What follows belongs to an exercise in optimizing a design on an open flow for small area; a production flow would make more cautious choices.
Function was checked by simulation only, so behaviour that the tests miss may differ from the original.
The flow treats the clock pin as an ideal source, which a real chip does not have.
Power and IR drop assume default switching activity.

==> flow/design.v <==
module i2c_reg_target #(
  parameter logic [6:0] CHIP_ADDR = 7'h39,
  parameter int         REG_DEPTH = 256,
  parameter bit         SCCB_MODE = 1'b0
) (
  input  logic       clk,
  input  logic       reset,
  input  logic       scl,
  input  logic       sda_i,
  output logic       sda_oe,
  output logic       wr_valid,
  output logic [7:0] wr_addr,
  output logic [7:0] wr_data,
  output logic       busy
);
  localparam logic [3:0] S_IDLE     = 4'd0;
  localparam logic [3:0] S_DEV_ADDR = 4'd1;
  localparam logic [3:0] S_DEV_ACK  = 4'd2;
  localparam logic [3:0] S_SUB_ADDR = 4'd3;
  localparam logic [3:0] S_SUB_ACK  = 4'd4;
  localparam logic [3:0] S_WR_DATA  = 4'd5;
  localparam logic [3:0] S_WR_ACK   = 4'd6;
  localparam logic [3:0] S_RD_DATA  = 4'd7;
  localparam logic [3:0] S_RD_ACK   = 4'd8;
  logic       scl_s1, scl_s2, scl_d;
  logic       sda_s1, sda_s2, sda_d;
  logic       scl_rise, scl_fall, start_seen, stop_seen;
  logic [3:0] state;
  logic [3:0] bit_cnt;
  logic [7:0] shreg;
  logic [7:0] byte_in;
  logic [7:0] rd_buf;
  logic [7:0] ptr;
  logic       rw;
  logic       sda_oe_q;
  logic       mem_we;
  logic [4:0] ph;         
  logic       clearing;   
  logic       wsel;       
  logic [7:0] ptr_inc;
  logic [7:0] tgt;        
  logic [7:0] head [16];  
  always_ff @(posedge clk) begin
    if (reset) begin
      scl_s1 <= 1'b1;
      scl_s2 <= 1'b1;
      scl_d  <= 1'b1;
      sda_s1 <= 1'b1;
      sda_s2 <= 1'b1;
      sda_d  <= 1'b1;
    end else begin
      scl_s1 <= scl;
      scl_s2 <= scl_s1;
      scl_d  <= scl_s2;
      sda_s1 <= sda_i;
      sda_s2 <= sda_s1;
      sda_d  <= sda_s2;
    end
  end
  assign scl_rise   =  scl_s2 & ~scl_d;
  assign scl_fall   = ~scl_s2 &  scl_d;
  assign start_seen =  scl_s2 &  scl_d & sda_d & ~sda_s2;
  assign stop_seen  =  scl_s2 &  scl_d & ~sda_d & sda_s2;
  assign byte_in = {shreg[6:0], sda_s2};
  assign mem_we  = scl_rise && (state == S_WR_DATA) && (bit_cnt == 4'd7);
  assign sda_oe = sda_oe_q & ~reset;
  always_ff @(posedge clk) begin
    if (reset) begin
      state    <= S_IDLE;
      bit_cnt  <= 4'd0;
      shreg    <= 8'h00;
      ptr      <= 8'h00;
      rw       <= 1'b0;
      sda_oe_q <= 1'b0;
      busy     <= 1'b0;
      wr_valid <= 1'b0;
      wr_addr  <= 8'h00;
      wr_data  <= 8'h00;
    end else begin
      wr_valid <= 1'b0;
      if (start_seen) begin
        state    <= S_DEV_ADDR;
        bit_cnt  <= 4'd0;
        sda_oe_q <= 1'b0;
        busy     <= 1'b0;
      end else if (stop_seen) begin
        state    <= S_IDLE;
        bit_cnt  <= 4'd0;
        sda_oe_q <= 1'b0;
        busy     <= 1'b0;
      end else begin
        case (state)
          S_DEV_ADDR: begin
            if (scl_rise) begin
              shreg   <= byte_in;
              bit_cnt <= bit_cnt + 4'd1;
              if (bit_cnt == 4'd7) begin
                bit_cnt <= 4'd0;
                if (byte_in[7:1] == CHIP_ADDR) begin
                  rw    <= byte_in[0];
                  state <= S_DEV_ACK;
                end else begin
                  state <= S_IDLE;
                end
              end
            end
          end
          S_DEV_ACK, S_SUB_ACK, S_WR_ACK: begin
            if (scl_rise) begin
              bit_cnt <= 4'd1;
            end else if (scl_fall && bit_cnt == 4'd0) begin
              sda_oe_q <= 1'b1;
              if (state == S_DEV_ACK) busy <= 1'b1;
            end else if (scl_fall) begin
              bit_cnt <= 4'd0;
              if (state == S_DEV_ACK && rw) begin
                sda_oe_q <= ~rd_buf[7];
                shreg    <= {rd_buf[6:0], 1'b0};
                state    <= S_RD_DATA;
              end else if (state == S_DEV_ACK) begin
                sda_oe_q <= 1'b0;
                state    <= S_SUB_ADDR;
              end else begin
                sda_oe_q <= 1'b0;
                state    <= S_WR_DATA;
                if (state == S_WR_ACK) ptr <= ptr_inc;
              end
            end
          end
          S_SUB_ADDR: begin
            if (scl_rise) begin
              shreg   <= byte_in;
              bit_cnt <= bit_cnt + 4'd1;
              if (bit_cnt == 4'd7) begin
                bit_cnt <= 4'd0;
                ptr     <= byte_in;
                state   <= S_SUB_ACK;
              end
            end
          end
          S_WR_DATA: begin
            if (scl_rise) begin
              shreg   <= byte_in;
              bit_cnt <= bit_cnt + 4'd1;
              if (bit_cnt == 4'd7) begin
                bit_cnt  <= 4'd0;
                wr_valid <= 1'b1;
                wr_addr  <= ptr;
                wr_data  <= byte_in;
                state    <= S_WR_ACK;
              end
            end
          end
          S_RD_DATA: begin
            if (scl_rise) begin
              bit_cnt <= bit_cnt + 4'd1;
            end else if (scl_fall) begin
              if (bit_cnt == 4'd8) begin
                sda_oe_q <= 1'b0;
                bit_cnt  <= 4'd0;
                state    <= S_RD_ACK;
              end else begin
                sda_oe_q <= ~shreg[7];
                shreg    <= {shreg[6:0], 1'b0};
              end
            end
          end
          S_RD_ACK: begin
            if (scl_rise) begin
              if (SCCB_MODE || sda_s2) begin
                state <= S_IDLE;
              end else begin
                ptr     <= ptr + 8'd1;
                bit_cnt <= 4'd1;
              end
            end else if (scl_fall && bit_cnt == 4'd1) begin
              bit_cnt  <= 4'd0;
              sda_oe_q <= ~rd_buf[7];
              shreg    <= {rd_buf[6:0], 1'b0};
              state    <= S_RD_DATA;
            end
          end
          default: ;
        endcase
      end
    end
  end
  always_ff @(posedge clk) begin
    if (reset) begin
      ph       <= 5'd0;
      clearing <= 1'b1;
    end else begin
      ph <= ph + 5'd1;
      if (ph[3:0] == 4'd15) clearing <= 1'b0;
    end
  end
  assign wsel = (wr_addr[3:0] == ph[3:0]);
  assign ptr_inc = ptr + 8'd1;
  assign tgt = ((state == S_RD_DATA) || (state == S_RD_ACK && bit_cnt == 4'd0)) ?
               ptr_inc : ptr;
  logic [7:0]  wdat;
  logic [15:0] sel;
  assign wdat = (wr_data & {8{~clearing}}) ^ {8{~ph[4]}};
  for (genvar r = 0; r < 16; r++) begin : g_ring
    logic [127:0] ring;
    assign sel[r]  = clearing || (wsel && wr_addr[7:4] == r);
    assign head[r] = ~((ring[127:120] | {8{sel[r]}}) & (wdat | {8{~sel[r]}}));
    always_ff @(posedge clk) ring <= {ring[119:0], head[r]};
  end
  always_ff @(posedge clk) begin
    if (ph[3:0] == tgt[3:0]) rd_buf <= head[tgt[7:4]] ^ {8{ph[4]}};
  end
endmodule
==> flow/flow/run.sh <==
#!/bin/bash
set -euo pipefail
cd "$(dirname "$0")/.."
WD=$PWD
rm -rf "$WD/orfs_scripts"
cp -r "$FLOW_HOME/scripts" "$WD/orfs_scripts"
cp "$WD/flow/abc_area_map.script" "$WD/orfs_scripts/abc_speed.script"
# The port buffers the standard flow inserts are plain buf_1 cells.
export BUFFER_PORTS_ARGS="-buffer_cell sky130_fd_sc_hd__buf_1"
STD=(bash standard.sh SCRIPTS_DIR="$WD/orfs_scripts")
RES="$WD/orfs/results/sky130hd/i2c_reg_target/base"

"${STD[@]}" place > standard_place.log 2>&1

B8=sky130_fd_sc_hd__clkbuf_8
B16=sky130_fd_sc_hd__clkbuf_16
BASE="-sink_clustering_enable -repair_clock_nets -dont_use_dummy_load -root_buf $B16"
CANDS=(
  "$BASE -buf_list $B8 -sink_clustering_size 24 -sink_clustering_max_diameter 60"
  "$BASE -buf_list $B8 -sink_clustering_size 20 -sink_clustering_max_diameter 40"
  "$BASE -buf_list $B8 -sink_clustering_size 20 -sink_clustering_max_diameter 40 -distance_between_buffers 60"
  "$BASE -buf_list $B8 -sink_clustering_size 18 -sink_clustering_max_diameter 40 -distance_between_buffers 60"
  "$BASE -buf_list $B8 -sink_clustering_size 16 -sink_clustering_max_diameter 35"
  "$BASE -buf_list $B16 -sink_clustering_buffer $B8 -sink_clustering_size 16 -sink_clustering_max_diameter 35 -distance_between_buffers 60"
  "$BASE -buf_list $B8 -sink_clustering_size 14 -sink_clustering_max_diameter 30"
  "$BASE -buf_list $B16 -sink_clustering_size 32 -sink_clustering_max_diameter 50"
  "$BASE -buf_list {$B8 $B16} -sink_clustering_size 20 -sink_clustering_max_diameter 40"
)
mkdir -p cts_try
for i in "${!CANDS[@]}"; do
  CTS_TRY_DIR="$RES" CTS_TRY_ARGS="${CANDS[$i]}" \
    openroad -no_init -exit flow/cts_est.tcl > "cts_try/try_$i.log" 2>&1 &
  if (( (i + 1) % 4 == 0 )); then wait; fi
done
wait
# Order the candidates: those whose estimated slew is within the margin by
# area, then the rest by slew. Each is tried in turn until the final layout's
# clock-pin slew is under the limit with a little margin.
: > cts_try/table
for i in "${!CANDS[@]}"; do
  r=$(sed -n 's/^RESULT //p' "cts_try/try_$i.log" | tail -1)
  [[ -z "$r" ]] && continue
  a=${r% *}; s=${r#* }
  echo "candidate $i: area +$a um2, est clock-pin slew $s ns: ${CANDS[$i]}" >> cts_try/summary.log
  if awk -v s="$s" 'BEGIN{exit !(s <= 0.118)}'; then k=0; else k=1; fi
  if [[ $k == 0 ]]; then echo "$k $a $s $i"; else echo "$k $s $a $i"; fi >> cts_try/table
done
ORDER=$(sort -k1,1n -k2,2g cts_try/table | awk '{print $4}')

n=0; ok=0
for i in $ORDER; do
  n=$((n + 1))
  if (( n > 3 )); then break; fi
  if (( n > 1 )); then
    mkdir -p "attempt$((n - 1))_logs" && cp -r "$WD/orfs/logs" "attempt$((n - 1))_logs/"
    "${STD[@]}" clean_finish clean_route clean_cts > "standard_clean$n.log" 2>&1
  fi
  echo "attempt $n: candidate $i" >> cts_try/summary.log
  export CTS_ARGS="${CANDS[$i]}"
  "${STD[@]}" finish > "standard_finish$n.log" 2>&1
  m=$(FINAL_DIR="$RES" openroad -no_init -exit flow/clk_slew.tcl 2>&1 | tee "clk_slew$n.log" | sed -n 's/^MAXSLEW //p' | tail -1 || true)
  echo "attempt $n: final clock-pin slew ${m:-?} ns" >> cts_try/summary.log
  if awk -v s="${m:-1}" 'BEGIN{exit !(s <= 0.126)}'; then ok=1; break; fi
done
if (( ok == 0 )); then
  echo "falling back to ORFS's default CTS" >> cts_try/summary.log
  mkdir -p attempt_last_logs && cp -r "$WD/orfs/logs" attempt_last_logs/
  unset CTS_ARGS
  "${STD[@]}" clean_finish clean_route clean_cts > standard_clean_last.log 2>&1
  "${STD[@]}" finish > standard_finish_last.log 2>&1
fi
==> flow/flow/abc_area_map.script <==
strash
dc2
dch
amap
topo
==> flow/flow/clk_slew.tcl <==
# Largest flip-flop clock-pin slew of the final layout, from its extracted
# parasitics.
set plat $::env(FLOW_HOME)/platforms/sky130hd
read_liberty $plat/lib/sky130_fd_sc_hd__tt_025C_1v80.lib
read_db $::env(FINAL_DIR)/6_final.odb
read_sdc $::env(FINAL_DIR)/6_final.sdc
read_spef $::env(FINAL_DIR)/6_final.spef
set mx 0
foreach pin [get_pins -hierarchical */CLK] {
  foreach rf {rise fall} {
    set s [get_property $pin slew_max_$rf]
    if {$s > $mx} { set mx $s }
  }
}
puts "MAXSLEW $mx"
==> flow/flow/cts_est.tcl <==
# Trial CTS on the placed design: builds the clock tree with $CTS_TRY_ARGS,
# legalizes, global-routes and prints the cell area added and the largest
# flip-flop clock-pin slew estimated from the global routes.
set plat $::env(FLOW_HOME)/platforms/sky130hd
read_liberty $plat/lib/sky130_fd_sc_hd__tt_025C_1v80.lib
read_db $::env(CTS_TRY_DIR)/3_place.odb
read_sdc $::env(CTS_TRY_DIR)/3_place.sdc
source $plat/setRC.tcl
set a0 [rsz::design_area]
eval clock_tree_synthesis $::env(CTS_TRY_ARGS)
detailed_placement
set_global_routing_layer_adjustment met1-met5 0.2
set_routing_layers -clock met3-met5
set_routing_layers -signal met1-met5
global_route -congestion_iterations 30 -allow_congestion
estimate_parasitics -global_routing
set mx 0
foreach pin [get_pins -hierarchical */CLK] {
  foreach rf {rise fall} {
    set s [get_property $pin slew_max_$rf]
    if {$s > $mx} { set mx $s }
  }
}
puts "RESULT [expr {([rsz::design_area] - $a0) * 1e12}] $mx"
==> flow/standard.sh <==
#!/bin/bash
# synth_recipe.tcl (not shown) runs the flow's synth.tcl, then flattens the netlist and writes it again
# the make line also repeats each setting of config.mk as NAME=value (left out here)
make -C /OpenROAD-flow-scripts/flow DESIGN_CONFIG=/design/flow/config.mk WORK_HOME=/design/flow/orfs CLKGATE_MAP_FILE= SYNTH_SCRIPT=/design/flow/synth_recipe.tcl "${@:-finish}"
==> flow/config.mk <==
export PLATFORM = sky130hd
export DESIGN_NAME = i2c_reg_target
export DESIGN_NICKNAME = i2c_reg_target
export VERILOG_FILES = /design/flow/design.v
export SDC_FILE = /design/flow/constraint.sdc
export NUM_CORES = 4
export LEC_CHECK = 0
export CAP_MARGIN = 20
export CORE_MARGIN = 2
export CORE_UTILIZATION = 79
export SLEW_MARGIN = 20
==> flow/constraint.sdc <==
create_clock -name core_clock -period 10.0 [get_ports {clk}]
set_input_delay 2.0000 -clock core_clock [delete_from_list [all_inputs] [get_ports {clk}]]
set_output_delay 2.0000 -clock core_clock [all_outputs]
set_load 0.01 [all_outputs]
==> results of run 1 <==
flip-flops by register name (all words and copies together) (netlist names), 4 cells and up:
register,count
g_ring.ring,2048
ptr,8
rd_buf,8
shreg,8
wr_addr,8
wr_data,8
ph,5
bit_cnt,4
state,4
final timing paths:
check	from	end	slack, ns	cells after the start
worst min-delay path	g_ring[15].ring[41]	g_ring[15].ring[49]	0.27	0
worst max register to register	state[0]	rd_buf[0]	3.41	15
worst max-delay path	state[0]	rd_buf[0]	3.41	15
worst min register to register	g_ring[15].ring[41]	g_ring[15].ring[49]	0.27	0
power by group through the flow:
stage / logic (mW) / registers [mW] / clock network, mW
after floorplan: 0.228 / 8.68 / 0
after global placement: 0.331 / 8.71 / 0
after detailed placement: 0.355 / 8.71 / 0
after CTS: 0.383 / 8.51 / 4.06
after global routing: 0.421 / 8.52 / 4.33
final: 0.405 / 8.52 / 4.04
area by class of cell:
type                       instances  share of cell area, %
antenna                           18                 0.0908
clock buffer                     170                   4.74
inverter                          72                  0.545
multi-input combinational        525                   6.65
sequential                      2112                   85.4
tap                              765                   1.93
timing repair buffer              55                  0.666
logic make-up (layout without fill, tap and decap cells):
kind of cell	after synthesis	count (layout)	share of synthesized area [%]
flops	2112	2112	92.4
compound gates	330	330	4.88
simple gates	187	187	1.92
buf+inv	72	297	0.589
fa+ha+maj	8	8	0.218
other cells	0	18	0
per-layer routing:
layer	vias up	wire length, um
li1	9357	-
met1	10600	38500
met3	716	12800
met5	-	180
met4	26	10400
met2	1717	51700
metrics by stage:
stage          util, %  setup slack (ns)  total power, mW  hold slack [ns]
3_3_place_gp      82.0              4.76             9.04            0.309
6_report          86.2              3.41             13.0            0.274
3_5_place_dp      82.0              4.40             9.06            0.312
4_1_cts           86.1              3.87             13.0            0.295
2_1_floorplan        -              5.79             8.91            0.310
5_1_grt           86.1              3.34             13.3            0.297
cells in the mapped netlist (all sizes together):
cell type and number:
o311ai 1, dfxtp 2104, o221a 16, nand4 11
clkinv 72, o211ai 1, o221ai 1, o31a 1
or2 7, and4 1, nor3 22, o21ai 39
a2111oi 3, nor4b 1, and3 2, a222oi 10
a221o 1, nand2b 1, a211o 1, a221oi 22
a21oi 40, and2 3, or4 3, nor4 20
o22ai 147, or3 2, nor2b 2, ha 8
nand3 8, a41oi 2, nand2 39, a211oi 14
nor2 65, a22oi 20, edfxtp 8, o211a 1
a22o 10
cells in the final DEF, fill, tap and decap left out, drive strengths merged, types with 11 or more instances in the layout:
| cell | netlist | layout |
|---|---|---|
| nor3 | 22 | 22 |
| a21oi | 40 | 40 |
| a221oi | 22 | 22 |
| o221a | 16 | 16 |
| o21ai | 39 | 39 |
| a22oi | 20 | 20 |
| dfxtp | 2104 | 2104 |
| clkinv | 72 | 72 |
| clkbuf | 0 | 170 |
| nand2 | 39 | 39 |
| buf | 0 | 55 |
| a211oi | 14 | 14 |
| nand4 | 11 | 11 |
| nor4 | 20 | 20 |
| diode | 0 | 18 |
| nor2 | 65 | 65 |
| o22ai | 147 | 147 |
==> flow_summary.toml, run 1 <==
[status]
status = "finished clean"

[run]
drv_cap = 0

[route]
ant_nets = 0
drtIter0Drc = 3127
drc = 0
via_count = 22400
wire_per_inst_um = 30.6
routed_wl_mm = 114
viasPerCell = 6.03
dr.pass1.iters = 11

[floorplan]
rows = 88
die_h_um = 245
dieArea_mm2 = 0.0600
die_w_um = 245
start_util_pct = 79.6
coreArea_mm2 = 0.0576
pin_count = 23

[timing]
relSlewSlack_pct = 20.9
fmax_mhz = 152
maxSlewViolCount = 0
tightestPinTransition_ns = 1.17
rsz0062_at_grt = "no"
skew_ns = 0.0905
period_minus_slack_ns = 6.59
final.setup.tns_ns = 0
hold_viol_final = 0
fin_crit_sh_pct = 65.9
setup_viol = 0

[worst_setup_path]
cp_top_family = "compound AO/OA/AOI/OAI gates"
endpoint_kind = "flip-flop"
critical-path-max-stage-delay_ns = 0.99
worst-path-buf-inv = 4
crit_chain = "clkinv_1, nand3_1, clkinv_1, a41oi_1, clkinv_1, o22ai_1, clkinv_1, nor4_2, a2111oi_0, nand3_1, a221oi_1, nand2_1, o21ai_0, nor2_1, a21oi_1"
critPathSlowestCell = "a41oi_1"
cpMostUsedCell = "clkinv_1"
start_kind = "flip-flop"
crit_fanout = 10
crit_type = "flip-flop to flip-flop"
worstPathRequired_ns = 10.43
cp.arrival_ns = 7.02

[power]
p_clk_share_pct = 31.2
p_sw_mw = 2.86
p_comb_share_pct = 3.1
internal_power_mw = 10.1
pwr_density_cell_mw_per_mm2 = 261
leakagePower_nw = 19.6
ir_drop_mv = 0.195
seqPwrFrac_pct = 65.7
swShare_pct = 22.1

[layout]
register_area_mm2 = 0.0424
instances_no_fill = 3717
syn2layout_area_growth_pct = 8.21
drive_above_1_share_pct = 7.19
multi_input_area_mm2 = 0.00330
final_nets = 2948
fill_cells = 1877
fin_area_mm2 = 0.0496

[synth]
ys_warn_count = 2
synth.top_cell.area_share_pct = 91.9
synth_cell_type_count = 37
syn-cell-area_mm2 = 0.0458
avgSynthCellArea_um2 = 16.9
ys_ff_latch = 2112
yosysTopAreaCell = "dfxtp_1"
yosysSeqAreaShare_pct = 92.4
synth_cells = 2709
synth_nets = 2721
yosys-top-cells-area = "dfxtp_1, o22ai_1, clkinv_1"

[global_route]
grt_util_all_layers_pct = 39.3
grtUsageMet1_pct = 44.4
grt_pass1_wl_mm = 163
top_usage_layer = "met2"
antenna_found_initial = 37
globalRouteMet2Util_pct = 60.6
grt_use_met3_pct = 15.6
grt_max_degree = 29
grt_pass1_vias = 23400
grt_overflow = 0

[clocking]
cts_tree = "done"
clk_pin_slew_ns = 0.09
cts-buffers-inserted = 170
post_cts_resized = 0
cts-hold-fix-buffers = 0
numClockSinks = 2112
cts_setup_buffers = 0
clock_latency_ns = 0.74

[placement]
io_buffers = 22
hpwl_mm = 67.6
place_area_mm2 = 0.0472
finalWeightedCongestion = 0.892
dp.cells = 3529

[min_path]
min_path_type = "flip-flop to flip-flop"
==> inputs of run 2 (changes only) <==
--- a/flow/config.mk
+++ b/flow/config.mk
@@ -7,5 +7,6 @@
 export LEC_CHECK = 0
 export CAP_MARGIN = 20
 export CORE_MARGIN = 2
-export CORE_UTILIZATION = 79
+export CORE_UTILIZATION = 76
+export GPL_TIMING_DRIVEN = 0
 export SLEW_MARGIN = 20
==> flow_summary.toml, run 2 <==
[clocking]
cts_tree = "done"
cts-buffers-inserted = 202
clk_pin_slew_ns = 0.08
post_cts_resized = 0
cts-hold-fix-buffers = 0
numClockSinks = 2112
clock_latency_ns = 0.71
cts_setup_buffers = 0

[route]
routed_wl_mm = 94.5
viasPerCell = 5.58
ant_nets = 1
dr.pass1.iters = 6
drc = 0
drtIter0Drc = 1802
via_count = 20900
wire_per_inst_um = 25.2

[synth]
synthArstFlopShare_pct = 0
synth.top_cell.area_share_pct = 91.9
ys_ff_latch = 2112
synth_edf_count = 8
synth_compound_area_share_pct = 4.88
yosys.area_share.simple_pct = 1.92
synth_cell_type_count = 37
ys_warn_count = 2
synth_top_family_by_area = "compound AO/OA/AOI/OAI gates"
muxShareOfSynthArea_pct = 0
yosys-top-cells-area = "dfxtp_1, o22ai_1, clkinv_1"
yosysSeqAreaShare_pct = 92.4
synth_flop_cell = "dfxtp_1"
avgSynthCellArea_um2 = 16.9
yosysTopAreaCell = "dfxtp_1"
synth.most_common_cell = "dfxtp_1"
ys_top_cells_by_count = "dfxtp_1, o22ai_1, clkinv_1"
synth_xor_area_share_pct = 0
syn-cell-area_mm2 = 0.0458
synth_cells = 2709
synth_nets = 2721
synthAdderAreaFrac_pct = 0.218

[worst_setup_path]
critPathSlowestCell = "nor4_2"
critical-path-max-stage-delay_ns = 0.90
crit_end = "rd_buf[7]"
worstPathRequired_ns = 10.39
crit_type = "flip-flop to flip-flop"
r2r_cells = 15
crit_chain = "clkinv_1, nand3_1, clkinv_1, a41oi_2, clkinv_1, o22ai_2, clkinv_1, nor4_2, clkinv_1, nand3_1, a221oi_1, nand4_1, o21ai_0, nor2_1, a21oi_1"
r2r-start = "state[0]"
cpMostUsedCell = "clkinv_1"
crit_fanout = 11
reg2reg_slack_ns = 3.37
start_kind = "flip-flop"
cp.arrival_ns = 7.02
reg2reg_to = "rd_buf[7]"
crit_start = "state[0]"
endpoint_kind = "flip-flop"

[power]
ir_drop_mv = 0.224
leakagePower_nw = 19.8
finalPower_mw = 13.2
pwr_density_cell_mw_per_mm2 = 263

[placement]
finalWeightedCongestion = 0.886
io_buffers = 22
place_area_mm2 = 0.0474
hpwl_mm = 56.3

[floorplan]
dieArea_mm2 = 0.0623
rows = 90
die_h_um = 250
pin_count = 23
start_util_pct = 76.4
die_w_um = 250
coreArea_mm2 = 0.0600

[layout]
final_cell_mix = "dfxtp_1, clkbuf_8, o22ai_1"
fin_util_pct = 83.7
final_common_cell = "dfxtp_1"
final_nets = 2974
largest_reg_flops = 2048
fin_area_mm2 = 0.0502
syn2layout_area_growth_pct = 9.60
drive_above_1_share_pct = 8.92
largest-register = "g_ring.ring"

[timing]
setup_viol = 0
maxSlewViolCount = 0
relSlewSlack_pct = 16.4
fin_crit_sh_pct = 66.3
rsz0062_at_grt = "no"
final.setup.tns_ns = 0
skew_ns = 0.0622
fmax_mhz = 151
hold_viol_final = 0
period_minus_slack_ns = 6.63
tightestPinTransition_ns = 1.24

[global_route]
grt_max_degree = 29
grt_overflow = 0
grt_util_all_layers_pct = 30.9
globalRouteMet2Util_pct = 52.4
antenna_found_initial = 9
grtUsageMet1_pct = 37.3
grt_pass1_wl_mm = 139
grt_pass1_vias = 22500
grt_use_met3_pct = 6.64
top_usage_layer = "met2"

[run]
drv_cap = 0

[min_path]
min_path_type = "flip-flop to flip-flop"

[status]
status = "complete, but fails checks"
so_faults = "antenna rules"
## run 2: cell types whose count changed in the layout (fill, tap and decap cells not counted), sizes merged
cell / change
diode: -12
clkbuf: +33
buf: -7
## run 2: critical path: cells and delay by family, from the launching register on
kind            cells  cell delay [ns]
compound gates      5             1.75
buf+inv             5             2.24
flops               1             0.37
simple gates        5             1.95
## run 2: worst min path at each step
stage          slack, ns                 from  cells past startpoint                   to
2_1_floorplan       0.31   g_ring[0].ring[92]                      0  g_ring[0].ring[100]
3_3_place_gp        0.31   g_ring[4].ring[48]                      0   g_ring[4].ring[56]
3_5_place_dp        0.31   g_ring[2].ring[77]                      0   g_ring[2].ring[85]
4_1_cts             0.28   g_ring[6].ring[36]                      0   g_ring[6].ring[44]
5_1_grt             0.29  g_ring[13].ring[15]                      0  g_ring[13].ring[23]
6_report            0.28   g_ring[6].ring[36]                      0   g_ring[6].ring[44]
## run 2: report_power, final
part / internal (mW) / switching [mW]
clock: 1.80 / 2.52
sequential: 8.46 / 0.0378
combinational: 0.109 / 0.280
## run 2: layout make-up
class / count / area, um2
flip-flops and latches: 2112 / 42400
fillers: 2272 / 9770
multi-input cells: 525 / 3460
clock buffers: 202 / 2790
well taps: 782 / 978
repair buffers: 49 / 369
inverters: 72 / 270
diodes: 6 / 15.0
## run 2: layer usage
metal	up-vias	wire length, um	part of all wire (%)
li1	9388	-	-
met1	10200	36400	38
met2	1018	46300	49
met3	343	6450	6.8
met4	4	5390	5.7
met5	-	21	0.022
## run 2: cells by family after synthesis
family / Yosys count
AO/OA/AOI/OAI: 330
AND/OR/NAND/NOR: 187
flip-flops: 2112
buffers and inverters: 72
adder cells (fa/ha/maj): 8
## run 2: stage by stage
stage | hold WS (ns) | std cells | setup WS [ns]
after floorplan | 0.310 | 2709 | 5.79
after global placement | 0.309 | 3513 | 2.67
after detailed placement | 0.312 | 3538 | 3.14
after CTS | 0.275 | 3740 | 2.86
after global routing | 0.290 | 3742 | 3.24
final | 0.282 | 3748 | 3.37
==> inputs of run 3 (changes only) <==
--- a/flow/config.mk
+++ b/flow/config.mk
@@ -8,5 +8,4 @@
 export CAP_MARGIN = 20
 export CORE_MARGIN = 2
 export CORE_UTILIZATION = 76
-export GPL_TIMING_DRIVEN = 0
 export SLEW_MARGIN = 20
==> flow_summary.toml, run 3 <==
[status]
status = "finished clean"

[floorplan]
dieArea_mm2 = 0.0623
die_h_um = 250
rows = 90
die_w_um = 250
coreArea_mm2 = 0.0600
start_util_pct = 76.4
pin_count = 23

[synth]
synth_nets = 2721
synth_cells = 2709
yosys-top-cells-area = "dfxtp_1, o22ai_1, clkinv_1"
synth.top_cell.area_share_pct = 91.9
ys_warn_count = 2
synth.most_common_cell = "dfxtp_1"
synthArstFlopShare_pct = 0
ys_top_cells_by_count = "dfxtp_1, o22ai_1, clkinv_1"
yosysSeqAreaShare_pct = 92.4
ys_ff_latch = 2112
synth_cell_type_count = 37
avgSynthCellArea_um2 = 16.9
synth_edf_count = 8
synth_flop_cell = "dfxtp_1"
syn-cell-area_mm2 = 0.0458
yosysTopAreaCell = "dfxtp_1"

[global_route]
grt_pass1_wl_mm = 137
grt_util_all_layers_pct = 31.0
grt_pass1_vias = 21500
grt_overflow = 0
grt_max_degree = 29
antenna_found_initial = 13

[clocking]
cts_setup_buffers = 0
cts-buffers-inserted = 171
cts_tree = "done"
numClockSinks = 2112
cts-hold-fix-buffers = 0
post_cts_resized = 0
clk_pin_slew_ns = 0.09
clock_latency_ns = 0.71

[layout]
largest-register = "g_ring.ring"
final_cell_mix = "dfxtp_1, clkbuf_8, o22ai_1"
final_nets = 2952
final_common_cell = "dfxtp_1"
drive_above_1_share_pct = 7.39
syn2layout_area_growth_pct = 8.27
largest_reg_flops = 2048

[power]
p_comb_share_pct = 2.9
swShare_pct = 21.0
ir_drop_mv = 0.201
seqPwrFrac_pct = 66.5
p_clk_share_pct = 30.6
internal_power_mw = 10.1
leakagePower_nw = 19.6
pwr_density_cell_mw_per_mm2 = 258
p_sw_mw = 2.68

[worst_setup_path]
critPathSlowestCell = "o21ai_0"
endpoint_kind = "flip-flop"
crit_fanout = 9
critical-path-max-stage-delay_ns = 0.91
start_kind = "flip-flop"
cp.arrival_ns = 6.03
crit_chain = "clkinv_1, nand2_1, o21ai_0, or4_1, or3_1, o21ai_0, buf_4, clkinv_1, o22ai_1, a22oi_1, nand2_1, a221oi_1, nand4_1, a211o_1, o21ai_0, nor2_1, a21oi_1"
cpMostUsedCell = "o21ai_0"
crit_type = "flip-flop to flip-flop"
worstPathRequired_ns = 10.35

[timing]
rsz0062_at_grt = "no"
worst_slack_ns = 4.32
skew_ns = 0.0980
fin_hold_ws_ns = 0.291
period_minus_slack_ns = 5.68
final.setup.tns_ns = 0
relSlewSlack_pct = 23.7
maxSlewViolCount = 0
hold_viol_final = 0
fin_crit_sh_pct = 56.8
tightestPinTransition_ns = 1.13
fmax_mhz = 176
setup_viol = 0

[route]
via_count = 20600
drtIter0Drc = 2071
viasPerCell = 5.52
wire_per_inst_um = 25.6
routed_wl_mm = 95.3
ant_nets = 0
drc = 0
dr.pass1.iters = 7

[min_path]
min_path_type = "flip-flop to flip-flop"

[placement]
io_buffers = 22
hpwl_mm = 62.6
dp_slack_ns = 4.64
finalWeightedCongestion = 0.873

[run]
drv_cap = 0
## run 3: layout make-up
cell class | count | area (um2)
Fill cell | 2372 | 10400
Clock buffer | 171 | 2360
Tap cell | 782 | 978
Timing Repair Buffer | 58 | 350
Antenna cell | 4 | 10.0
Inverter | 72 | 270
Multi-Input combinational cell | 525 | 3310
Sequential cell | 2112 | 42400
## run 3: per-stage QoR
stage          utilization (%)  instances  instance area, um2  power, mW
2_1_floorplan                -       2709               45800       8.91
3_3_place_gp              78.7       3548               47300       9.04
3_5_place_dp              78.7       3548               47300       9.06
4_1_cts                   82.7       3719               49600       12.8
5_1_grt                   82.7       3720               49600       13.1
6_report                  82.7       3724               49600       12.8
## run 3: critical path: cells and delay by family, from the launching register on
family | cells | cell delay, ns
compound gates | 8 | 2.39
simple gates | 6 | 1.81
buf+inv | 3 | 0.72
flops | 1 | 0.41
## run 3: cell families after synthesis
logic type,count (synthesis),synth area share (%)
DFF,2112,92.4
AOI/OAI and AO/OA,330,4.88
and+or+nand+nor,187,1.92
buffers and inverters,72,0.589
adders and majority gates,8,0.218
## run 3: path summary, 6_finish.rpt
kind	end	cells after the start	start	slack (ns)
worst max-delay path	rd_buf[3]	17	ph[2]	4.32
worst min-delay path	g_ring[6].ring[109]	0	g_ring[6].ring[101]	0.29
worst min register to register	g_ring[6].ring[109]	0	g_ring[6].ring[101]	0.29
worst max register to register	rd_buf[3]	17	ph[2]	4.32
## run 3: power groups by stage
stage / clock network (mW) / logic, mW / registers (mW)
after floorplan: 0 / 0.228 / 8.68
final: 3.91 / 0.369 / 8.51
after CTS: 3.95 / 0.356 / 8.51
after global placement: 0 / 0.341 / 8.70
after detailed placement: 0 / 0.352 / 8.70
after global routing: 4.22 / 0.395 / 8.51
## run 3: routing by layer
metal  global-route usage [%]  part of all wire (%)
met4                     18.2                   6.3
met3                     6.71                   7.1
met2                     50.4                    47
met1                     38.9                    40
met5                        0                 0.015
==> inputs of run 4 (changes only) <==
--- a/flow/flow/run.sh
+++ b/flow/flow/run.sh
@@ -16,14 +16,13 @@
 B16=sky130_fd_sc_hd__clkbuf_16
 BASE="-sink_clustering_enable -repair_clock_nets -dont_use_dummy_load -root_buf $B16"
 CANDS=(
-  "$BASE -buf_list $B8 -sink_clustering_size 24 -sink_clustering_max_diameter 60"
-  "$BASE -buf_list $B8 -sink_clustering_size 20 -sink_clustering_max_diameter 40"
-  "$BASE -buf_list $B8 -sink_clustering_size 20 -sink_clustering_max_diameter 40 -distance_between_buffers 60"
-  "$BASE -buf_list $B8 -sink_clustering_size 18 -sink_clustering_max_diameter 40 -distance_between_buffers 60"
+  "$BASE -buf_list $B8 -sink_clustering_size 16 -sink_clustering_max_diameter 50"
+  "$BASE -buf_list $B8 -sink_clustering_size 16 -sink_clustering_max_diameter 45"
+  "$BASE -buf_list $B8 -sink_clustering_size 16 -sink_clustering_max_diameter 40"
   "$BASE -buf_list $B8 -sink_clustering_size 16 -sink_clustering_max_diameter 35"
   "$BASE -buf_list $B16 -sink_clustering_buffer $B8 -sink_clustering_size 16 -sink_clustering_max_diameter 35 -distance_between_buffers 60"
+  "$BASE -buf_list $B8 -sink_clustering_size 14 -sink_clustering_max_diameter 50"
   "$BASE -buf_list $B8 -sink_clustering_size 14 -sink_clustering_max_diameter 30"
-  "$BASE -buf_list $B16 -sink_clustering_size 32 -sink_clustering_max_diameter 50"
   "$BASE -buf_list {$B8 $B16} -sink_clustering_size 20 -sink_clustering_max_diameter 40"
 )
 mkdir -p cts_try
--- a/flow/config.mk
+++ b/flow/config.mk
@@ -5,7 +5,7 @@
 export SDC_FILE = /design/flow/constraint.sdc
 export NUM_CORES = 4
 export LEC_CHECK = 0
-export CAP_MARGIN = 20
+export CAP_MARGIN = 0
 export CORE_MARGIN = 2
 export CORE_UTILIZATION = 76
-export SLEW_MARGIN = 20
+export SLEW_MARGIN = 0
==> flow_summary.toml, run 4 <==
[timing]
setup_viol = 0
period_minus_slack_ns = 5.61
relSlewSlack_pct = 15.2
fmax_mhz = 178
final.setup.tns_ns = 0
maxSlewViolCount = 0
hold_viol_final = 0
fin_hold_ws_ns = 0.283
fin_crit_sh_pct = 56.1
skew_ns = 0.0778
tightestPinTransition_ns = 1.26
rsz0062_at_grt = "no"

[worst_setup_path]
cp.arrival_ns = 6.01
crit_start = "state[0]"
crit_fanout = 11
crit_end = "rd_buf[7]"
cpMostUsedCell = "clkinv_1"
reg2reg_slack_ns = 4.39
endpoint_kind = "flip-flop"
crit_type = "flip-flop to flip-flop"
critical-path-max-stage-delay_ns = 0.90
worst-path-buf-inv = 6
r2r_cells = 16
critical_path_cell_count = 16
worstPathRequired_ns = 10.40
reg2reg_to = "rd_buf[7]"
cp_top_family = "buffers and inverters"
r2r-start = "state[0]"
start_kind = "flip-flop"
critPathSlowestCell = "a41oi_1"
crit_chain = "clkinv_1, nand3_1, clkinv_1, a41oi_1, clkinv_1, o22ai_1, clkinv_1, nor4_1, buf_4, clkinv_1, nand3_1, a221oi_1, nand4_1, o21ai_0, nor2_1, a21oi_1"

[synth]
synth_edf_count = 8
yosysSeqAreaShare_pct = 92.4
synth_cell_type_count = 37
synth_cells = 2709
synth_flop_cell = "dfxtp_1"
synth.most_common_cell = "dfxtp_1"
yosys-top-cells-area = "dfxtp_1, o22ai_1, clkinv_1"
ys_ff_latch = 2112
avgSynthCellArea_um2 = 16.9
synth_nets = 2721
ys_warn_count = 2
yosysTopAreaCell = "dfxtp_1"
synthArstFlopShare_pct = 0
synth.top_cell.area_share_pct = 91.9
syn-cell-area_mm2 = 0.0458
ys_top_cells_by_count = "dfxtp_1, o22ai_1, clkinv_1"

[power]
p_sw_mw = 2.69
p_clk_share_pct = 29.8
leakagePower_nw = 19.4
ir_drop_mv = 0.191
internal_power_mw = 9.95
p_comb_share_pct = 2.9
seqPwrFrac_pct = 67.3
swShare_pct = 21.3
pwr_density_cell_mw_per_mm2 = 256

[global_route]
grt_max_degree = 29
globalRouteMet2Util_pct = 51.9
grtUsageMet1_pct = 40.0
grt_use_met3_pct = 6.69
grt_pass1_vias = 21500
grt_util_all_layers_pct = 31.7
grt_pass1_wl_mm = 140
antenna_found_initial = 13
top_usage_layer = "met2"
grt_overflow = 0

[floorplan]
die_w_um = 250
pin_count = 23
dieArea_mm2 = 0.0623
die_h_um = 250
rows = 90
coreArea_mm2 = 0.0600
start_util_pct = 76.4

[layout]
largest_reg_flops = 2048
fill_cells = 2392
final_cell_mix = "dfxtp_1, clkbuf_8, o22ai_1"
largest-register = "g_ring.ring"
drive_above_1_share_pct = 6.75
final_common_cell = "dfxtp_1"
syn2layout_area_growth_pct = 7.70
fin_area_mm2 = 0.0494
final_nets = 2932

[route]
wire_per_inst_um = 26.2
viasPerCell = 5.53
via_count = 20500
drc = 0
routed_wl_mm = 97.0
dr.pass1.iters = 6
drtIter0Drc = 2045
ant_nets = 0

[clocking]
numClockSinks = 2112
clock_latency_ns = 0.72
cts-buffers-inserted = 152
post_cts_resized = 0
clk_pin_slew_ns = 0.10
cts_setup_buffers = 0
cts_tree = "done"
cts-hold-fix-buffers = 0

[placement]
place_area_mm2 = 0.0473
hpwl_mm = 62.6
io_buffers = 22
finalWeightedCongestion = 0.873

[status]
status = "finished clean"

[run]
drv_cap = 0

[min_path]
min_path_type = "flip-flop to flip-flop"
run 4: cell counts after synthesis:
No cell type changed its count.
run 4: how the worst min path moves through the flow:
stage | startpoint | endpoint | depth (start not counted)
6_report | g_ring[1].ring[1] | g_ring[1].ring[9] | 0
5_1_grt | g_ring[5].ring[49] | g_ring[5].ring[57] | 0
4_1_cts | g_ring[0].ring[71] | g_ring[0].ring[79] | 0
3_5_place_dp | g_ring[0].ring[53] | g_ring[0].ring[61] | 0
3_3_place_gp | g_ring[3].ring[72] | g_ring[3].ring[80] | 0
2_1_floorplan | g_ring[0].ring[92] | g_ring[0].ring[100] | 0
run 4: logic make-up after synthesis:
kind of cell | Yosys count | synth area share, %
AND/OR/NAND/NOR | 187 | 1.92
adder cells (fa/ha/maj) | 8 | 0.218
buffers and inverters | 72 | 0.589
AO/OA/AOI/OAI | 330 | 4.88
flip-flops | 2112 | 92.4
run 4: metrics by stage:
| step | setup WS, ns | std cells | utilization (%) | power [mW] |
|---|---|---|---|---|
| 2_1_floorplan | 5.79 | 2709 | - | 8.91 |
| 3_3_place_gp | 4.78 | 3548 | 78.7 | 9.04 |
| 3_5_place_dp | 4.64 | 3548 | 78.7 | 9.06 |
| 4_1_cts | 4.57 | 3700 | 82.2 | 12.7 |
| 5_1_grt | 4.08 | 3700 | 82.2 | 13.0 |
| 6_report | 4.39 | 3705 | 82.3 | 12.6 |
run 4: final cells by class:
| type | count | area [um2] | share of cell area, % |
|---|---|---|---|
| Sequential cell | 2112 | 42400 | 85.8 |
| Antenna cell | 5 | 12.5 | 0.0253 |
| Clock buffer | 152 | 2100 | 4.26 |
| Timing Repair Buffer | 57 | 345 | 0.699 |
| Multi-Input combinational cell | 525 | 3310 | 6.70 |
| Inverter | 72 | 270 | 0.547 |
| Tap cell | 782 | 978 | 1.98 |
run 4: power groups by stage:
stage	Sequential (mW)	Combinational (mW)	Clock, mW
after floorplan	8.68	0.228	0
after global placement	8.70	0.341	0
after detailed placement	8.70	0.352	0
after CTS	8.51	0.355	3.79
after global routing	8.51	0.394	4.07
final	8.51	0.366	3.76
run 4: routing by layer:
layer  routed length, um  vias up
li1                    -     9304
met1               38500     9897
met2               46400      981
met3                6570      315
met4                5540        4
met5                  25        -
==> inputs of run 5 (changes only) <==
--- a/flow/config.mk
+++ b/flow/config.mk
@@ -5,7 +5,7 @@
 export SDC_FILE = /design/flow/constraint.sdc
 export NUM_CORES = 4
 export LEC_CHECK = 0
-export CAP_MARGIN = 0
+export CAP_MARGIN = 20
 export CORE_MARGIN = 2
-export CORE_UTILIZATION = 76
-export SLEW_MARGIN = 0
+export CORE_UTILIZATION = 74
+export SLEW_MARGIN = 20
==> flow_summary.toml, run 5 <==
[floorplan]
pin_count = 23
coreArea_mm2 = 0.0615
start_util_pct = 74.6
die_h_um = 253
rows = 91
die_w_um = 253
dieArea_mm2 = 0.0640

[status]
status = "finished clean"

[synth]
synth_cell_type_count = 37
synth.most_common_cell = "dfxtp_1"
synth_nets = 2721
synth_flop_cell = "dfxtp_1"
synth_edf_count = 8
yosysTopAreaCell = "dfxtp_1"
avgSynthCellArea_um2 = 16.9
synthArstFlopShare_pct = 0
ys_top_cells_by_count = "dfxtp_1, o22ai_1, clkinv_1"
synth.top_cell.area_share_pct = 91.9
synth_cells = 2709
ys_ff_latch = 2112
syn-cell-area_mm2 = 0.0458
yosys-top-cells-area = "dfxtp_1, o22ai_1, clkinv_1"
yosysSeqAreaShare_pct = 92.4
ys_warn_count = 2

[route]
routed_wl_mm = 94.4
wire_per_inst_um = 25.4
ant_nets = 0
dr.pass1.iters = 6
viasPerCell = 5.49
drtIter0Drc = 2061
drc = 0
via_count = 20400

[timing]
final.setup.tns_ns = 0
rsz0062_at_grt = "no"
setup_viol = 0
relSlewSlack_pct = 23.5
maxSlewViolCount = 0
hold_viol_final = 0
tightestPinTransition_ns = 1.14
skew_ns = 0.117
fmax_mhz = 173
period_minus_slack_ns = 5.77
fin_hold_ws_ns = 0.279
fin_crit_sh_pct = 57.7

[power]
seqPwrFrac_pct = 67.5
internal_power_mw = 9.96
p_comb_share_pct = 2.8
finalPower_mw = 12.6
ir_drop_mv = 0.216
pwr_density_cell_mw_per_mm2 = 255
leakagePower_nw = 19.5
p_clk_share_pct = 29.7
swShare_pct = 21.0
p_sw_mw = 2.65

[worst_setup_path]
cpMostUsedCell = "o21ai_0"
worst-path-buf-inv = 1
worstPathRequired_ns = 10.52
crit_fanout = 9
start_kind = "flip-flop"
endpoint_kind = "flip-flop"
cp_top_family = "compound AO/OA/AOI/OAI gates"
critical-path-max-stage-delay_ns = 0.97
crit_chain = "clkinv_1, nand2_1, o21ai_0, or4_1, nand2b_1, or2_0, o21ai_0, o22ai_1, a22o_1, a2111oi_0, nand3_1, a221oi_1, nand2_1, o21ai_0, nor2_1, a21oi_1"
crit_type = "flip-flop to flip-flop"
critPathSlowestCell = "o21ai_0"
cp.arrival_ns = 6.29

[layout]
final_nets = 2934
instances_no_fill = 3716
largest-register = "g_ring.ring"
drive_above_1_share_pct = 6.82
syn2layout_area_growth_pct = 7.77
fill_cells = 2628
final_common_cell = "dfxtp_1"
final_cell_mix = "dfxtp_1, clkbuf_8, o22ai_1"
fin_area_mm2 = 0.0494
largest_reg_flops = 2048

[global_route]
grt_pass1_vias = 21500
grt_max_degree = 29
antenna_found_initial = 17
grt_overflow = 0
grt_util_all_layers_pct = 30.4
grt_pass1_wl_mm = 137

[placement]
io_buffers = 22
hpwl_mm = 62.0
place_area_mm2 = 0.0473
dp.cells = 3557
finalWeightedCongestion = 0.853

[clocking]
cts_setup_buffers = 0
cts-hold-fix-buffers = 0
post_cts_resized = 0
numClockSinks = 2112
clock_latency_ns = 0.69
cts_tree = "done"
clk_pin_slew_ns = 0.09
cts-buffers-inserted = 153

[run]
drv_cap = 0

[min_path]
min_path_type = "flip-flop to flip-flop"
run 5: cells by family after synthesis:
group	count (synthesis)	synth area share, %
DFF	2112	92.4
and+or+nand+nor	187	1.92
AOI/OAI and AO/OA	330	4.88
buffers and inverters	72	0.589
adders and majority gates	8	0.218
run 5: power groups by stage:
stage               logic [mW]  registers, mW  clock network, mW
floorplan                0.228           8.68                  0
finish                   0.355           8.51               3.74
global placement         0.339           8.71                  0
detailed placement       0.343           8.71                  0
global route             0.385           8.52               4.07
CTS                      0.346           8.51               3.78
run 5: path summary, 6_finish.rpt:
check                      from                  to  slack [ns]  depth (start not counted)
min          g_ring[5].ring[25]  g_ring[5].ring[33]        0.28                          0
max reg2reg               ph[2]           rd_buf[0]        4.23                         16
min reg2reg  g_ring[5].ring[25]  g_ring[5].ring[33]        0.28                          0
max                       ph[2]           rd_buf[0]        4.23                         16
run 5: stage by stage:
step                worst slack [ns]  util [%]
finish                          4.23      80.4
global route                    4.30      80.3
CTS                             4.61      80.3
detailed placement              4.84      76.9
global placement                5.22      76.9
floorplan                       5.79         -
run 5: metal layers:
metal	part of all wire, %	GRT usage, %
met2	47	49.9
met1	40	37.6
met3	7.5	7.81
met4	5.5	15.4
met5	0.060	0
run 5: worst reg2reg max path, stage by stage (launching register included):
cell and delay, ns:
dfxtp_1 0.39, clkinv_1 0.17, nand2_1 0.12, o21ai_0 0.10, or4_1 0.62, nand2b_1 0.22
or2_0 0.41, o21ai_0 0.97, o22ai_1 0.28, a22o_1 0.31, a2111oi_0 0.94, nand3_1 0.19
a221oi_1 0.40, nand2_1 0.11, o21ai_0 0.15, nor2_1 0.09, a21oi_1 0.14
run 5: layout make-up:
type,instances,area [um2],share of cell area [%]
sequential,2112,42400,85.7
clock buffer,153,2120,4.28
inverter,72,270,0.547
timing repair buffer,58,353,0.714
multi-input combinational,525,3310,6.69
antenna,6,15.0,0.0304
tap,790,988,2.00
==> inputs of run 6 (changes only) <==
--- a/flow/config.mk
+++ b/flow/config.mk
@@ -7,5 +7,5 @@
 export LEC_CHECK = 0
 export CAP_MARGIN = 20
 export CORE_MARGIN = 2
-export CORE_UTILIZATION = 74
+export CORE_UTILIZATION = 72
 export SLEW_MARGIN = 20
==> flow_summary.toml, run 6 <==
[status]
status = "finished clean"

[synth]
synth_flop_cell = "dfxtp_1"
synth_compound_area_share_pct = 4.88
synthArstFlopShare_pct = 0
synth_top_family_by_area = "compound AO/OA/AOI/OAI gates"
synthAdderAreaFrac_pct = 0.218
muxShareOfSynthArea_pct = 0
yosys-top-cells-area = "dfxtp_1, o22ai_1, clkinv_1"
ys_top_cells_by_count = "dfxtp_1, o22ai_1, clkinv_1"
yosysTopAreaCell = "dfxtp_1"
synth_edf_count = 8
yosys.area_share.simple_pct = 1.92
ys_warn_count = 2
synth_cells = 2709
synth.most_common_cell = "dfxtp_1"
synth_xor_area_share_pct = 0
yosysSeqAreaShare_pct = 92.4
avgSynthCellArea_um2 = 16.9
synth.top_cell.area_share_pct = 91.9
synth_nets = 2721
ys_ff_latch = 2112
synth_cell_type_count = 37
syn-cell-area_mm2 = 0.0458

[placement]
io_buffers = 22
hpwl_mm = 60.8
dp.cells = 3610
finalWeightedCongestion = 0.876

[worst_setup_path]
crit_end = "rd_buf[2]"
critPathSlowestCell = "nor4_2"
crit_start = "state[0]"
r2r_cells = 16
cp.arrival_ns = 5.54
crit_fanout = 10
cp_top_family = "simple AND/OR/NAND/NOR gates"
critical-path-max-stage-delay_ns = 1.07
endpoint_kind = "flip-flop"
worstPathRequired_ns = 10.33
cpMostUsedCell = "clkinv_1"
worst-path-buf-inv = 5
start_kind = "flip-flop"
reg2reg_slack_ns = 4.79
crit_chain = "clkinv_1, nand3_1, clkinv_1, a41oi_1, buf_4, clkinv_1, o22ai_1, clkinv_1, nor4_2, a222oi_1, nand4_1, a21oi_1, nand2_1, o21ai_0, nor2_1, a21oi_1"
crit_type = "flip-flop to flip-flop"
r2r-start = "state[0]"
reg2reg_to = "rd_buf[2]"
critical_path_cell_count = 16

[min_path]
min_path_type = "flip-flop to flip-flop"
holdPathStages = 0

[clocking]
clock_latency_ns = 0.72
cts-hold-fix-buffers = 0
numClockSinks = 2112
post_cts_resized = 0
clk_pin_slew_ns = 0.09
cts_tree = "done"
cts-buffers-inserted = 161
cts_setup_buffers = 0

[timing]
tightestPinTransition_ns = 1.16
hold_viol_final = 0
setup_viol = 0
rsz0062_at_grt = "no"
relSlewSlack_pct = 22.0
fin_crit_sh_pct = 52.1
fmax_mhz = 192
period_minus_slack_ns = 5.21
fin_hold_ws_ns = 0.280
maxSlewViolCount = 0
skew_ns = 0.124
final.setup.tns_ns = 0

[layout]
largest-register = "g_ring.ring"
largest_reg_flops = 2048
fill_cells = 2942
final_common_cell = "dfxtp_1"
instances_no_fill = 3774
drive_above_1_share_pct = 7.04
final_nets = 2939
final_cell_mix = "dfxtp_1, clkbuf_8, o22ai_1"
multi_input_area_mm2 = 0.00332
register_area_mm2 = 0.0424
syn2layout_area_growth_pct = 8.12

[run]
drv_cap = 0

[floorplan]
die_w_um = 256
coreArea_mm2 = 0.0630
rows = 92
pin_count = 23
die_h_um = 256
dieArea_mm2 = 0.0657
start_util_pct = 72.8

[route]
viasPerCell = 5.32
wire_per_inst_um = 24.1
drtIter0Drc = 1858
via_count = 20100
drc = 0
ant_nets = 0
dr.pass1.iters = 6
routed_wl_mm = 90.8

[global_route]
antenna_found_initial = 10
grt_pass1_wl_mm = 132
grt_overflow = 0
grt_pass1_vias = 20900
grt_max_degree = 29
grt_util_all_layers_pct = 28.0

[power]
leakagePower_nw = 19.5
ir_drop_mv = 0.195
pwr_density_cell_mw_per_mm2 = 256
## run 6: final cells by class
class | count | area share, %
Antenna cell | 3 | 0.0151
Multi-Input combinational cell | 525 | 6.69
Clock buffer | 161 | 4.49
Tap cell | 846 | 2.14
Sequential cell | 2112 | 85.5
Inverter | 72 | 0.545
Timing Repair Buffer | 55 | 0.666
## run 6: kinds of logic (layout without fill, tap and decap cells)
family                     Yosys count  in the layout
DFF                               2112           2112
other                                0              3
adders and majority gates            8              8
and+or+nand+nor                    187            187
buffers and inverters               72            288
AOI/OAI and AO/OA                  330            330
## run 6: metrics by stage
stage	utilization, %	power, mW	setup slack (ns)	cell area (um2)
2_1_floorplan	-	8.91	5.79	45800
3_3_place_gp	75.2	9.05	5.15	47300
5_1_grt	78.7	13.0	4.36	49600
3_5_place_dp	75.2	9.05	4.94	47300
6_report	78.7	12.7	4.79	49600
4_1_cts	78.7	12.7	4.81	49600
## run 6: how the worst min path moves through the flow
stage,start,end
global placement,g_ring[6].ring[79],g_ring[6].ring[87]
floorplan,g_ring[0].ring[92],g_ring[0].ring[100]
finish,g_ring[0].ring[84],g_ring[0].ring[92]
CTS,g_ring[0].ring[84],g_ring[0].ring[92]
global route,g_ring[0].ring[84],g_ring[0].ring[92]
detailed placement,g_ring[0].ring[26],g_ring[0].ring[34]
## run 6: where the power goes
group | leakage, nW | internal, mW | switching [mW]
registers | 17.0 | 8.46 | 0.0497
logic | 1.32 | 0.111 | 0.242
clock network | 1.16 | 1.45 | 2.35
total | 19.5 | 10.0 | 2.64
## run 6: routing by layer
| metal | GRT usage (%) | vias up | routed length, um |
|---|---|---|---|
| met2 | 47.0 | 787 | 44300 |
| met5 | 0 | - | 27 |
| met3 | 6.15 | 299 | 5830 |
| met1 | 34.9 | 9646 | 36500 |
| met4 | 13.2 | 4 | 4240 |
| li1 | - | 9336 | - |
==> inputs of run 7 (changes only) <==
--- a/flow/config.mk
+++ b/flow/config.mk
@@ -7,5 +7,5 @@
 export LEC_CHECK = 0
 export CAP_MARGIN = 20
 export CORE_MARGIN = 2
-export CORE_UTILIZATION = 72
+export CORE_UTILIZATION = 76
 export SLEW_MARGIN = 20
==> flow_summary.toml, run 7 <==
[synth]
synth_edf_count = 8
yosys-top-cells-area = "dfxtp_1, o22ai_1, clkinv_1"
avgSynthCellArea_um2 = 16.9
ys_warn_count = 2
ys_top_cells_by_count = "dfxtp_1, o22ai_1, clkinv_1"
synth_nets = 2721
synth.top_cell.area_share_pct = 91.9
syn-cell-area_mm2 = 0.0458
yosysSeqAreaShare_pct = 92.4
synth.most_common_cell = "dfxtp_1"
synth_cell_type_count = 37
synthArstFlopShare_pct = 0
synth_cells = 2709
yosysTopAreaCell = "dfxtp_1"
ys_ff_latch = 2112
synth_flop_cell = "dfxtp_1"

[timing]
worst_slack_ns = 4.40
tightestPinTransition_ns = 1.12
final.setup.tns_ns = 0
hold_viol_final = 0
rsz0062_at_grt = "no"
maxSlewViolCount = 0
setup_viol = 0
fmax_mhz = 179
relSlewSlack_pct = 24.3
fin_crit_sh_pct = 56.0
period_minus_slack_ns = 5.60
skew_ns = 0.0803

[min_path]
holdPathStages = 0
whs_endpoint = "g_ring[1].ring[9]"
min_path_type = "flip-flop to flip-flop"
holdCritStartpoint = "g_ring[1].ring[1]"

[layout]
fill_cells = 2392
syn2layout_area_growth_pct = 7.70
final_nets = 2932
fin_area_mm2 = 0.0494
drive_above_1_share_pct = 6.79
final_cell_mix = "dfxtp_1, clkbuf_8, o22ai_1"
final_common_cell = "dfxtp_1"
largest_reg_flops = 2048
largest-register = "g_ring.ring"

[floorplan]
die_w_um = 250
pin_count = 23
rows = 90
start_util_pct = 76.4
coreArea_mm2 = 0.0600
dieArea_mm2 = 0.0623
die_h_um = 250

[worst_setup_path]
critical-path-max-stage-delay_ns = 0.87
crit_type = "flip-flop to flip-flop"
reg2reg_slack_ns = 4.40
endpoint_kind = "flip-flop"
r2r-start = "state[0]"
crit_fanout = 11
critPathSlowestCell = "a41oi_1"
cp.arrival_ns = 6.01
crit_chain = "clkinv_1, nand3_1, clkinv_1, a41oi_1, clkinv_1, o22ai_1, clkinv_1, nor4_1, buf_4, clkinv_1, nand3_1, a221oi_1, nand4_1, o21ai_0, nor2_1, a21oi_1"
worstPathRequired_ns = 10.41
r2r_cells = 16
reg2reg_to = "rd_buf[7]"
start_kind = "flip-flop"
cpMostUsedCell = "clkinv_1"

[clocking]
clock_latency_ns = 0.72
cts_tree = "done"
cts-hold-fix-buffers = 0
numClockSinks = 2112
post_cts_resized = 0
cts_setup_buffers = 0
clk_pin_slew_ns = 0.10
cts-buffers-inserted = 152

[global_route]
grt_pass1_wl_mm = 140
grt_overflow = 0
grt_util_all_layers_pct = 31.7
grt_pass1_vias = 21500
grt_max_degree = 29
antenna_found_initial = 13

[placement]
place_area_mm2 = 0.0473
dp_slack_ns = 4.64
finalWeightedCongestion = 0.873
io_buffers = 22
hpwl_mm = 62.6

[power]
pwr_density_cell_mw_per_mm2 = 256
swShare_pct = 21.3
leakagePower_nw = 19.4
internal_power_mw = 9.95
seqPwrFrac_pct = 67.3
p_clk_share_pct = 29.7
ir_drop_mv = 0.192
p_sw_mw = 2.69
p_comb_share_pct = 2.9

[route]
drc = 0
dr.pass1.iters = 6
ant_nets = 0
drtIter0Drc = 2086
viasPerCell = 5.57
wire_per_inst_um = 26.3
via_count = 20600
routed_wl_mm = 97.3

[status]
status = "finished clean"

[run]
drv_cap = 0
run 7: area by class of cell:
type	count	area [um2]	share of cell area, %
antenna	3	7.51	0.0152
clock buffer	152	2100	4.26
inverter	72	270	0.547
timing repair buffer	57	345	0.699
sequential	2112	42400	85.8
multi-input combinational	525	3310	6.71
tap	782	978	1.98
run 7: kinds of logic after synthesis:
| kind of cell | after synthesis | synth area share [%] |
|---|---|---|
| adder cells (fa/ha/maj) | 8 | 0.218 |
| buffers and inverters | 72 | 0.589 |
| AND/OR/NAND/NOR | 187 | 1.92 |
| flip-flops | 2112 | 92.4 |
| AO/OA/AOI/OAI | 330 | 4.88 |
run 7: worst max-delay path, delay by kind of cell, from the launching register on:
kind	cells	cell delay, ns
AND/OR/NAND/NOR	5	1.19
AO/OA/AOI/OAI	5	1.85
flip-flops	1	0.39
buffers and inverters	6	1.93
run 7: per-stage QoR:
step                      power [mW]  utilization (%)  hold slack, ns  instances
after floorplan                 8.91                -           0.310       2709
after global placement          9.04             78.7           0.309       3548
after detailed placement        9.06             78.7           0.312       3548
after CTS                       12.7             82.2           0.286       3700
after global routing            13.0             82.3           0.290       3700
final                           12.6             82.3           0.282       3703
run 7: worst max path at each step:
| stage | endpoint | slack, ns | start | cells after the start |
|---|---|---|---|---|
| finish | rd_buf[7] | 4.40 | state[0] | 16 |
| detailed placement | rd_buf[7] | 4.64 | state[0] | 16 |
| CTS | rd_buf[7] | 4.57 | state[0] | 16 |
| global route | rd_buf[3] | 4.09 | state[0] | 17 |
| global placement | rd_buf[7] | 4.78 | state[0] | 16 |
| floorplan | rd_buf[7] | 5.79 | state[0] | 16 |
run 7: power by group through the flow:
stage	Sequential, mW	Clock [mW]	Combinational, mW
after CTS	8.51	3.79	0.355
after detailed placement	8.70	0	0.352
final	8.51	3.76	0.369
after floorplan	8.68	0	0.228
after global routing	8.51	4.06	0.396
after global placement	8.70	0	0.341
run 7: metal layers:
metal | wire, um | vias to the layer above | global-route usage (%)
li1 | - | 9297 | -
met1 | 38500 | 9971 | 40.0
met2 | 46600 | 1021 | 51.9
met3 | 6750 | 326 | 6.69
met4 | 5470 | 6 | 17.5
met5 | 39 | - | 0

-- afterwards: timing with drivers on the ports --
No port has a modelled driver above. Below, the same layouts with a new extraction and two added sets of constraints. Step 1 (the two cells are an assumption about what drives the block):
set clk [get_ports {clk}]
set_driving_cell -lib_cell sky130_fd_sc_hd__clkbuf_16 $clk
set_driving_cell -lib_cell sky130_fd_sc_hd__buf_2 [delete_from_list [all_inputs] $clk]
Step 2 also shifts input and output timing later by t, the mid clock arrival at the registers, as if the neighbouring blocks saw the same clock. a / b / c = ideal / step 1 / step 2; a / b = the first two.
run	t (ns)	setup slack, ns	worst setup path at the end
run 1	0.750	3.414 / 3.414 / 3.414	register to register
run 2	0.742	3.370 / 3.370 / 3.370	register to register
run 3	0.726	4.320 / 4.320 / 4.320	register to register
run 4	0.740	4.391 / 4.391 / 4.391	register to register
run 5	0.695	4.229 / 4.229 / 4.229	register to register
run 6	0.724	4.787 / 4.787 / 4.787	register to register
run 7	0.738	4.400 / 4.400 / 4.400	register to register
